Source: an optimization exercise on an open RTL-to-GDS flow (aim: small area and few clock cycles per item). Production flows keep margins and buffers that such runs may drop.
Only simulation tests tie the RTL to the original design; equivalence was not proved.

`flow/run.sh`:
```
#!/bin/bash
# synth_recipe.tcl (not shown) runs the flow's synth.tcl, then flattens the netlist and writes it again
# the make line also repeats each setting of config.mk as NAME=value (left out here)
make -C /OpenROAD-flow-scripts/flow DESIGN_CONFIG=/design/flow/config.mk WORK_HOME=/design/flow/orfs CLKGATE_MAP_FILE= SYNTH_SCRIPT=/design/flow/synth_recipe.tcl finish
```
`flow/config.mk`:
```
export PLATFORM = sky130hd
export DESIGN_NAME = calibrated_proximity_trigger_unit
export DESIGN_NICKNAME = calibrated_proximity_trigger_unit
export VERILOG_FILES = /design/flow/design.v
export SDC_FILE = /design/flow/constraint.sdc
export NUM_CORES = 4
export LEC_CHECK = 0
export CAP_MARGIN = 20
export CORE_MARGIN = 2
export CORE_UTILIZATION = 40
export SLEW_MARGIN = 20
```
`flow/constraint.sdc`:
```
create_clock -name core_clock -period 10.0 [get_ports {clk}]
set_input_delay 2.0000 -clock core_clock [delete_from_list [all_inputs] [get_ports {clk}]]
set_output_delay 2.0000 -clock core_clock [all_outputs]
set_load 0.01 [all_outputs]
```
`flow/design.v`:
```
package cpt_pkg;
	typedef enum logic [1:0] {
		KIND_SAMPLE    = 2'd0,
		KIND_TICK      = 2'd1,
		KIND_CALIBRATE = 2'd2
	} kind_t;
	typedef enum logic [2:0] {
		CFG_WINDOW_MS     = 3'd0,
		CFG_SPREAD_GAIN   = 3'd1,
		CFG_SPREAD_OFFSET = 3'd2,
		CFG_ENABLED       = 3'd3,
		CFG_HOLDOFF_MS    = 3'd4,
		CFG_KEEPALIVE_MS  = 3'd5
	} cfg_index_t;
	localparam int CFG_INDEX_W = 3;
	localparam int CFG_DATA_W  = 22;
	localparam int WINDOW_W    = 16;
	localparam int GAIN_W      = 8;
	localparam int HOLDOFF_W   = 16;
	localparam int SINCE_W     = 22;
	localparam int TOTAL_W     = 32;
	localparam int SPREAD_W    = 15;
	localparam logic [WINDOW_W-1:0]  WINDOW_MS_RST     = 16'd10000;
	localparam logic [GAIN_W-1:0]    SPREAD_GAIN_RST   = 8'd1;
	localparam logic [GAIN_W-1:0]    SPREAD_OFFSET_RST = 8'd1;
	localparam logic                 ENABLED_RST       = 1'b1;
	localparam logic [HOLDOFF_W-1:0] HOLDOFF_MS_RST    = 16'd1000;
	localparam logic [SINCE_W-1:0]   KEEPALIVE_MS_RST  = 22'd1500000;
	localparam logic [SINCE_W-1:0]   SINCE_MAX         = 22'h3FFFFF;
	typedef struct packed {
		logic [SPREAD_W-1:0] spread_b;
		logic [SPREAD_W-1:0] spread_a;
		logic                calibration_done;
		logic                calibrating;
		logic [TOTAL_W-1:0]  flash_total;
		logic                flash;
	} result_t;
	localparam int RESULT_W    = 2 * SPREAD_W + 2 + TOTAL_W + 1;   
	localparam int OUT_TDATA_W = ((RESULT_W + 7) / 8) * 8;
	localparam int POS_FLASH       = 0;
	localparam int POS_TOTAL       = 1;
	localparam int POS_CALIBRATING = POS_TOTAL + TOTAL_W;
	localparam int POS_DONE        = POS_CALIBRATING + 1;
endpackage
module cpt_threshold #(
	parameter int DIST_W = 15
) (
	input  logic [DIST_W-1:0]          low,
	input  logic [DIST_W-1:0]          high,
	input  logic [cpt_pkg::GAIN_W-1:0] gain,
	input  logic [cpt_pkg::GAIN_W-1:0] offset,
	output logic [DIST_W-1:0]          limit,
	output logic                       negative
);
	localparam int PROD_W = DIST_W + cpt_pkg::GAIN_W;
	localparam int SUM_W  = PROD_W + 1;
	localparam int DIFF_W = SUM_W + 1;
	logic [DIST_W-1:0] spread;
	logic [PROD_W-1:0] product;
	logic [SUM_W-1:0]  margin;
	logic [DIFF_W-1:0] diff;
	always_comb begin
		spread   = high - low;
		product  = PROD_W'(spread) * PROD_W'(gain);
		margin   = SUM_W'(product) + SUM_W'(offset);
		diff     = DIFF_W'(low) - DIFF_W'(margin);
		negative = diff[DIFF_W-1];
		limit    = diff[DIST_W-1:0];
	end
endmodule
module calibrated_proximity_trigger_unit #(
	parameter  int DISTANCE_BITS = 15,
	localparam int IN_TDATA_W    = ((2 * DISTANCE_BITS + 7) / 8) * 8
) (
	input  logic                              clk,
	input  logic                              arst_n,
	input  logic                              s_tvalid,
	output logic                              s_tready,
	input  logic [IN_TDATA_W-1:0]             s_tdata,   
	input  logic [1:0]                        s_tuser,   
	output logic                              m_tvalid,
	input  logic                              m_tready,
	output logic [cpt_pkg::OUT_TDATA_W-1:0]   m_tdata,   
	input  logic                              cfg_valid,
	output logic                              cfg_ready,
	input  logic [cpt_pkg::CFG_INDEX_W-1:0]   cfg_index,
	input  logic [cpt_pkg::CFG_DATA_W-1:0]    cfg_data
);
	localparam int DW         = DISTANCE_BITS;
	localparam int SPREAD_EXT = (DW > cpt_pkg::SPREAD_W) ? DW : cpt_pkg::SPREAD_W;
	localparam int PAD_W      = cpt_pkg::OUT_TDATA_W - cpt_pkg::RESULT_W;
	logic [cpt_pkg::WINDOW_W-1:0]  window_ms_q;
	logic [cpt_pkg::GAIN_W-1:0]    spread_gain_q;
	logic [cpt_pkg::GAIN_W-1:0]    spread_offset_q;
	logic                          enabled_q;
	logic [cpt_pkg::HOLDOFF_W-1:0] holdoff_ms_q;
	logic [cpt_pkg::SINCE_W-1:0]   keepalive_ms_q;
	logic          valid_s1;
	logic [1:0]    kind_s1;
	logic [DW-1:0] dist_a_s1;
	logic [DW-1:0] dist_b_s1;
	logic                 out_valid_q;
	cpt_pkg::result_t     result_q;
	logic                          in_window_q;
	logic                          seen_q;
	logic [cpt_pkg::WINDOW_W-1:0]  elapsed_q;
	logic [DW-1:0]                 low_a_q, high_a_q, low_b_q, high_b_q;
	logic [DW-1:0]                 limit_a_q, limit_b_q;
	logic [cpt_pkg::SINCE_W-1:0]   since_q;
	logic [cpt_pkg::TOTAL_W-1:0]   counter_q;
	logic                          in_window_d;
	logic                          seen_d;
	logic [cpt_pkg::WINDOW_W-1:0]  elapsed_d;
	logic [DW-1:0]                 low_a_d, high_a_d, low_b_d, high_b_d;
	logic [DW-1:0]                 limit_a_d, limit_b_d;
	logic [cpt_pkg::SINCE_W-1:0]   since_d;
	logic [cpt_pkg::TOTAL_W-1:0]   counter_d;
	logic                          flash_d;
	logic                          done_d;
	logic [DW-1:0]                 spread_a_d, spread_b_d;
	logic [SPREAD_EXT-1:0]         spread_a_ext, spread_b_ext;
	cpt_pkg::result_t              result_d;
	logic [DW-1:0] thr_a, thr_b;
	logic          neg_a, neg_b;
	logic advance;    
	logic step;       
	assign advance   = !out_valid_q || m_tready;
	assign step      = valid_s1 && advance;
	assign s_tready  = !valid_s1 || advance;
	assign cfg_ready = 1'b1;
	assign m_tvalid  = out_valid_q;
	assign m_tdata   = {{PAD_W{1'b0}}, result_q};
	cpt_threshold #(
		.DIST_W (DW)
	) u_thr_a (
		.low      (low_a_q),
		.high     (high_a_q),
		.gain     (spread_gain_q),
		.offset   (spread_offset_q),
		.limit    (thr_a),
		.negative (neg_a)
	);
	cpt_threshold #(
		.DIST_W (DW)
	) u_thr_b (
		.low      (low_b_q),
		.high     (high_b_q),
		.gain     (spread_gain_q),
		.offset   (spread_offset_q),
		.limit    (thr_b),
		.negative (neg_b)
	);
	always_ff @(posedge clk or negedge arst_n) begin
		if (!arst_n) begin
			window_ms_q     <= cpt_pkg::WINDOW_MS_RST;
			spread_gain_q   <= cpt_pkg::SPREAD_GAIN_RST;
			spread_offset_q <= cpt_pkg::SPREAD_OFFSET_RST;
			enabled_q       <= cpt_pkg::ENABLED_RST;
			holdoff_ms_q    <= cpt_pkg::HOLDOFF_MS_RST;
			keepalive_ms_q  <= cpt_pkg::KEEPALIVE_MS_RST;
		end else if (cfg_valid) begin
			case (cfg_index)
				cpt_pkg::CFG_WINDOW_MS:     window_ms_q     <= cfg_data[cpt_pkg::WINDOW_W-1:0];
				cpt_pkg::CFG_SPREAD_GAIN:   spread_gain_q   <= cfg_data[cpt_pkg::GAIN_W-1:0];
				cpt_pkg::CFG_SPREAD_OFFSET: spread_offset_q <= cfg_data[cpt_pkg::GAIN_W-1:0];
				cpt_pkg::CFG_ENABLED:       enabled_q       <= cfg_data[0];
				cpt_pkg::CFG_HOLDOFF_MS:    holdoff_ms_q    <= cfg_data[cpt_pkg::HOLDOFF_W-1:0];
				cpt_pkg::CFG_KEEPALIVE_MS:  keepalive_ms_q  <= cfg_data[cpt_pkg::SINCE_W-1:0];
				default: ;
			endcase
		end
	end
	always_ff @(posedge clk or negedge arst_n) begin
		if (!arst_n) begin
			valid_s1 <= 1'b0;
		end else if (s_tready) begin
			valid_s1 <= s_tvalid;
		end
	end
	always_ff @(posedge clk) begin
		if (s_tvalid && s_tready) begin
			kind_s1   <= s_tuser;
			dist_a_s1 <= s_tdata[DW-1:0];
			dist_b_s1 <= s_tdata[2*DW-1:DW];
		end
	end
	always_comb begin
		in_window_d = in_window_q;
		seen_d      = seen_q;
		elapsed_d   = elapsed_q;
		low_a_d     = low_a_q;
		high_a_d    = high_a_q;
		low_b_d     = low_b_q;
		high_b_d    = high_b_q;
		limit_a_d   = limit_a_q;
		limit_b_d   = limit_b_q;
		since_d     = since_q;
		counter_d   = counter_q;
		flash_d     = 1'b0;
		done_d      = 1'b0;
		case (kind_s1)
			cpt_pkg::KIND_SAMPLE: begin
				if (in_window_q) begin
					if (!seen_q) begin
						low_a_d  = dist_a_s1;
						high_a_d = dist_a_s1;
						low_b_d  = dist_b_s1;
						high_b_d = dist_b_s1;
						seen_d   = 1'b1;
					end else begin
						if (dist_a_s1 < low_a_q)  low_a_d  = dist_a_s1;
						if (dist_a_s1 > high_a_q) high_a_d = dist_a_s1;
						if (dist_b_s1 < low_b_q)  low_b_d  = dist_b_s1;
						if (dist_b_s1 > high_b_q) high_b_d = dist_b_s1;
					end
				end else if (enabled_q
				             && (dist_a_s1 <= limit_a_q || dist_b_s1 <= limit_b_q)
				             && since_q >= cpt_pkg::SINCE_W'(holdoff_ms_q)) begin
					flash_d   = 1'b1;
					since_d   = '0;
					counter_d = counter_q + 32'd1;
				end
			end
			cpt_pkg::KIND_TICK: begin
				if (since_q != cpt_pkg::SINCE_MAX) since_d = since_q + 22'd1;
				if (in_window_q) begin
					if (elapsed_q >= window_ms_q) begin
						if (!seen_q) begin
							elapsed_d = '0;
						end else if (neg_a || neg_b) begin
							seen_d    = 1'b0;
							elapsed_d = '0;
						end else begin
							limit_a_d   = thr_a;
							limit_b_d   = thr_b;
							in_window_d = 1'b0;
							done_d      = 1'b1;
						end
					end else begin
						elapsed_d = elapsed_q + 16'd1;
					end
				end
				if (!in_window_d && since_d > keepalive_ms_q) begin
					flash_d   = 1'b1;
					since_d   = '0;
					counter_d = counter_q + 32'd1;
				end
			end
			cpt_pkg::KIND_CALIBRATE: begin
				in_window_d = 1'b1;
				seen_d      = 1'b0;
				elapsed_d   = '0;
			end
			default: ;
		endcase
		spread_a_d   = high_a_d - low_a_d;
		spread_b_d   = high_b_d - low_b_d;
		spread_a_ext = SPREAD_EXT'(spread_a_d);
		spread_b_ext = SPREAD_EXT'(spread_b_d);
		result_d.flash            = flash_d;
		result_d.flash_total      = counter_d;
		result_d.calibrating      = in_window_d;
		result_d.calibration_done = done_d;
		result_d.spread_a         = spread_a_ext[cpt_pkg::SPREAD_W-1:0];
		result_d.spread_b         = spread_b_ext[cpt_pkg::SPREAD_W-1:0];
	end
	always_ff @(posedge clk or negedge arst_n) begin
		if (!arst_n) begin
			in_window_q <= 1'b1;
			seen_q      <= 1'b0;
			elapsed_q   <= '0;
			low_a_q     <= '0;
			high_a_q    <= '0;
			low_b_q     <= '0;
			high_b_q    <= '0;
			limit_a_q   <= '0;
			limit_b_q   <= '0;
			since_q     <= '0;
			counter_q   <= '0;
		end else if (step) begin
			in_window_q <= in_window_d;
			seen_q      <= seen_d;
			elapsed_q   <= elapsed_d;
			low_a_q     <= low_a_d;
			high_a_q    <= high_a_d;
			low_b_q     <= low_b_d;
			high_b_q    <= high_b_d;
			limit_a_q   <= limit_a_d;
			limit_b_q   <= limit_b_d;
			since_q     <= since_d;
			counter_q   <= counter_d;
		end
	end
	always_ff @(posedge clk or negedge arst_n) begin
		if (!arst_n) begin
			out_valid_q <= 1'b0;
		end else if (advance) begin
			out_valid_q <= valid_s1;
		end
	end
	always_ff @(posedge clk) begin
		if (step) begin
			result_q <= result_d;
		end
	end
endmodule
```
==> run summary <==
-- placed cells by master, fill, tap and decap left out, types with 10 or more instances in the layout --
cell                              Yosys  final
sky130_fd_sc_hd__inv_1              465    464
sky130_fd_sc_hd__nor2b_1             76     76
sky130_fd_sc_hd__nand3_1             80     80
sky130_fd_sc_hd__a21boi_0            15     15
sky130_fd_sc_hd__o31ai_1             27     27
sky130_fd_sc_hd__and2_1             170    169
sky130_fd_sc_hd__o21a_1              18     18
sky130_fd_sc_hd__nand4_1             31     31
sky130_fd_sc_hd__nor3_1              36     34
sky130_fd_sc_hd__clkdlybuf4s50_1      0    127
sky130_fd_sc_hd__a21o_1              34     34
sky130_fd_sc_hd__dfrtp_1            210    209
sky130_fd_sc_hd__clkbuf_16            0     40
sky130_fd_sc_hd__a21oi_1            134    134
sky130_fd_sc_hd__o21ai_0            256    256
sky130_fd_sc_hd__and3_1              33     33
sky130_fd_sc_hd__fa_1               206    206
sky130_fd_sc_hd__a211oi_1            12     12
sky130_fd_sc_hd__nand2_1            263    263
sky130_fd_sc_hd__o21bai_1            13     13
sky130_fd_sc_hd__and4_1              13     13
sky130_fd_sc_hd__xnor2_1             67     67
sky130_fd_sc_hd__nand2b_1            28     28
sky130_fd_sc_hd__mux2i_1             38     38
sky130_fd_sc_hd__xor2_1              21     21
sky130_fd_sc_hd__o211ai_1            14     14
sky130_fd_sc_hd__buf_4               13     45
sky130_fd_sc_hd__dfstp_2             25     25
sky130_fd_sc_hd__edfxtp_1            97     97
sky130_fd_sc_hd__a22o_1              17     17
sky130_fd_sc_hd__ha_1               349    349
sky130_fd_sc_hd__clkbuf_1            87     10
sky130_fd_sc_hd__mux2_2              69     69
sky130_fd_sc_hd__nor4_1              12     12
sky130_fd_sc_hd__a31oi_1             38     38
sky130_fd_sc_hd__or3_1               17     17
sky130_fd_sc_hd__nor2_1             132    132
-- per-stage QoR --
stage | hold WS, ps | setup WS [ps] | instance area [µm²] | instances
after floorplan | 443 | 2160 | 30200 | 3239
after global placement | 463 | 920 | 32600 | 4264
after detailed placement | 471 | 897 | 32600 | 4264
after CTS | 484 | 835 | 33800 | 4336
after global routing | 507 | 240 | 33800 | 4336
final | 482 | 836 | 33800 | 4337
-- cell type report --
type	instances	area [µm²]	area share
multi-input combinational	2323	19100	0.565
clock buffer	56	1120	0.0331
clock inverter	16	156	0.00462
inverter	466	1760	0.0519
timing repair buffer	174	1640	0.0486
sequential	332	8830	0.261
tap	969	1210	0.0358
antenna	1	2.50	0.0000739
-- tightest hold or removal path: stages, from the launching register on --
cell and delay (ps):
sky130_fd_sc_hd__dfrtp_1 340, sky130_fd_sc_hd__nand2_1 50, sky130_fd_sc_hd__o21ai_0 60
-- synth_stat cells (14+ instances only) --
cell type,count,area [µm²]
sky130_fd_sc_hd__a21boi_0,15,113
sky130_fd_sc_hd__a21o_1,34,255
sky130_fd_sc_hd__a21oi_1,134,671
sky130_fd_sc_hd__a22o_1,17,149
sky130_fd_sc_hd__a31oi_1,38,238
sky130_fd_sc_hd__and2_1,170,1060
sky130_fd_sc_hd__and3_1,33,206
sky130_fd_sc_hd__clkbuf_1,87,327
sky130_fd_sc_hd__dfrtp_1,210,5260
sky130_fd_sc_hd__dfstp_2,25,657
sky130_fd_sc_hd__edfxtp_1,97,2910
sky130_fd_sc_hd__fa_1,206,4120
sky130_fd_sc_hd__ha_1,349,4370
sky130_fd_sc_hd__inv_1,465,1750
sky130_fd_sc_hd__mux2_2,69,777
sky130_fd_sc_hd__mux2i_1,38,380
sky130_fd_sc_hd__nand2_1,263,987
sky130_fd_sc_hd__nand2b_1,28,175
sky130_fd_sc_hd__nand3_1,80,400
sky130_fd_sc_hd__nand4_1,31,194
sky130_fd_sc_hd__nor2_1,132,495
sky130_fd_sc_hd__nor2b_1,76,475
sky130_fd_sc_hd__nor3_1,36,180
sky130_fd_sc_hd__o211ai_1,14,105
sky130_fd_sc_hd__o21a_1,18,135
sky130_fd_sc_hd__o21ai_0,256,1280
sky130_fd_sc_hd__o31ai_1,27,203
sky130_fd_sc_hd__or3_1,17,106
sky130_fd_sc_hd__xnor2_1,67,587
sky130_fd_sc_hd__xor2_1,21,184
-- layer usage --
metal | up-vias | track usage | part of all wire
li1 | 11100 | - | -
met1 | 10900 | 0.268 | 0.47
met2 | 374 | 0.326 | 0.48
met3 | 74 | 0.0226 | 0.037
met4 | 2 | 0.0430 | 0.019
met5 | - | 0 | 0.00011
-- cell families (layout without fill, tap and decap cells) --
logic type	Yosys count	in the layout	share of synthesized area
muxes	107	107	0.0383
AOI/OAI and AO/OA	644	644	0.130
other	2	9	0.000249
buffers and inverters	584	712	0.0762
xor gates and xnor gates	88	88	0.0255
DFF	332	332	0.292
and+or+nand+nor	921	921	0.156
adders and majority gates	555	555	0.281
-- sequential cells by signal, summed over array words and instances, names as in the netlist, 8 cells and up --
name             cells
result_q            65
counter_q           32
keepalive_ms_q      22
since_q             22
elapsed_q           16
holdoff_ms_q        16
window_ms_q         16
dist_a_s1           15
dist_b_s1           15
high_a_q            15
high_b_q            15
limit_a_q           15
limit_b_q           15
low_a_q             15
low_b_q             15
spread_gain_q        8
spread_offset_q      8
-- worst paths after layout --
path	to	depth (start not counted)	start
setup / recovery	since_q[14]$_DFFE_PN0P_	30	low_a_q[0]$_DFFE_PN0P_
hold / removal	limit_b_q[10]$_DFFE_PN0P_	2	limit_b_q[10]$_DFFE_PN0P_
setup reg to reg	since_q[14]$_DFFE_PN0P_	30	low_a_q[0]$_DFFE_PN0P_
hold reg to reg	limit_b_q[10]$_DFFE_PN0P_	2	limit_b_q[10]$_DFFE_PN0P_
max in group asynchronous	low_b_q[13]$_DFFE_PN0P_	2	arst_n
min in group asynchronous	counter_q[21]$_DFFE_PN0P_	1	arst_n
==> run summary <==
### Worst setup path
• **setup slack, reg-to-reg** 840 ps
• **category of the worst setup path capture point** flop
• **stage delay of the slowest cell on the critical path** 840 ps
• **kind of cell adding the most delay to the critical path** adder cells
• **critical path's most frequent cell** sky130_fd_sc_hd__fa_1
• **data required time of the worst path** 10490 ps
• **total buffers and inverters traversed by the critical path** 3
• **type of origin of the critical path** flop
• **largest fanout on the critical path** 12
• **category of the critical setup timing path** flop to flop
• **worst path arrival time** 9660 ps
• **Crit-path slowest cell** sky130_fd_sc_hd__nor2_1

### Logic synthesis
• **Mapped Cells** 3233
• **number of synthesized register bits** 332
• **Yosys warnings** 2
• **post-synthesis cell area** 30200 µm²
• **primary flip-flop cell chosen by synthesis mapping** sky130_fd_sc_hd__dfrtp_1
• **sequential area share after synthesis** 0.292
• **mean instance size in the synthesized netlist** 9.35 µm²
• **proportion of synthesized flip-flops having asynchronous set or reset** 0.708
• **Cell variety after synth** 87
• **number of synthesized flops with an enable pin** 97

### Global routing
• **number of global-route vias before repair** 22500
• **global-route total usage across every layer** 0.194
• **GR Overflow Total** 0
• **antenna violations before repair** 3
• **first-pass GRT wire length** 122000 µm
• **maximum number of pins on one net before global-route repair** 148

### Floorplan
• **starting density of the core** 0.405
• **Top-Level Pins** 139
• **FP Rows** 100
• **die height** 279 µm
• **full die area** 77700 µm²
• **Horiz. Die Dim** 279 µm
• **core region area** 74600 µm²

### STA
• **total negative slack for setup checks** 0 ps
• **worst setup skew after layout** 24.3 ps
• **post-route clock period utilization** 0.916
• **Max Freq** 109 MHz
• **max-slew headroom at the worst pin** 0.275
• **final hold vios** 0
• **pin slew with the least headroom to its limit** 1080 ps
• **fin. max-slew vios** 0
• **final number of setup-violating endpoints** 0
• **min cycle time layout** 9160 ps
• **unrepaired setup endpoints after global routing** false

### Drt
• **router iterations before antenna repair** 5
• **Starting DRT DRC Count** 1400
• **total number of vias** 22500
• **remaining number of nets flagged by the antenna check after routing** 0
• **number of DRC violations after detailed routing** 0
• **detailed-route wire length** 73900 µm
• **vias per inst** 5.19
• **Wirelength per Cell** 17.0 µm

### Clock network
• **Post-CTS Repair Setup Buffers** 0
• **number of hold-repair buffers added at the cts stage** 0
• **htree depth** 2
• **clock root buffer master** sky130_fd_sc_hd__clkbuf_16
• **Max Root-Sink Buffers** 3
• **clock insertion delay at the later pin of the skew report** 570 ps
• **number of clock sinks** 332
• **Clock Pin Slew Worst Setup and Hold Paths** 60 ps
• **number of cells upsized or downsized after cts** 0
• **CTS Buf Count** 39
• **CTS tree** done

### Layout
• **proportion of layout cells with a drive suffix above 1** 0.0698
• **Layout Nets** 3955
• **Area growth, synth to finish** 12.0%
• **filler instances** 7291
• **Post-Route Utilization** 0.454

### Placed design
• **number of buffers inserted by port buffering** 128
• **routability-driven placement congestion ratio** 0.808
• **post-detailed-placement half-perimeter wirelength** 55500 µm

### Run
• **reported max-cap violation count** 0

### Worst hold path
• **Worst Hold Class** flop to flop

### Run status
• **run status** no timing/DRC/antenna violations

Testbench counts, summed over its fixed seeds: cycles 32,016, items 32,000.

afterwards: timing with drivers on the ports:
The flow's constraints put no driver on any port. The routed layout listed below was extracted and timed again, unchanged, in two steps. Step 1 (the two cells are an assumption about what drives the block):
set clk [get_ports {clk}]
set_driving_cell -lib_cell sky130_fd_sc_hd__clkbuf_16 $clk
set_driving_cell -lib_cell sky130_fd_sc_hd__buf_2 [delete_from_list [all_inputs] $clk]
Step 2 also shifts input and output timing later by t, the mid clock arrival at the registers, as if the neighbouring blocks saw the same clock. Three values: no drivers, after step 1, after step 2; two values: the first two.
shift t [ns]: 0.621
setup slack, ns: 0.836 / 0.836 / 0.836
worst setup path at the end: register to register
latest minus earliest clock arrival (ns): 0.025 / 0.025
slew at the worst register clock pin (ns): 0.06 / 0.06
After both steps this run still meets setup and hold. For this run, drivers alone change the setup slack by 0.000 ns; drivers and shift together by 0.000 ns.
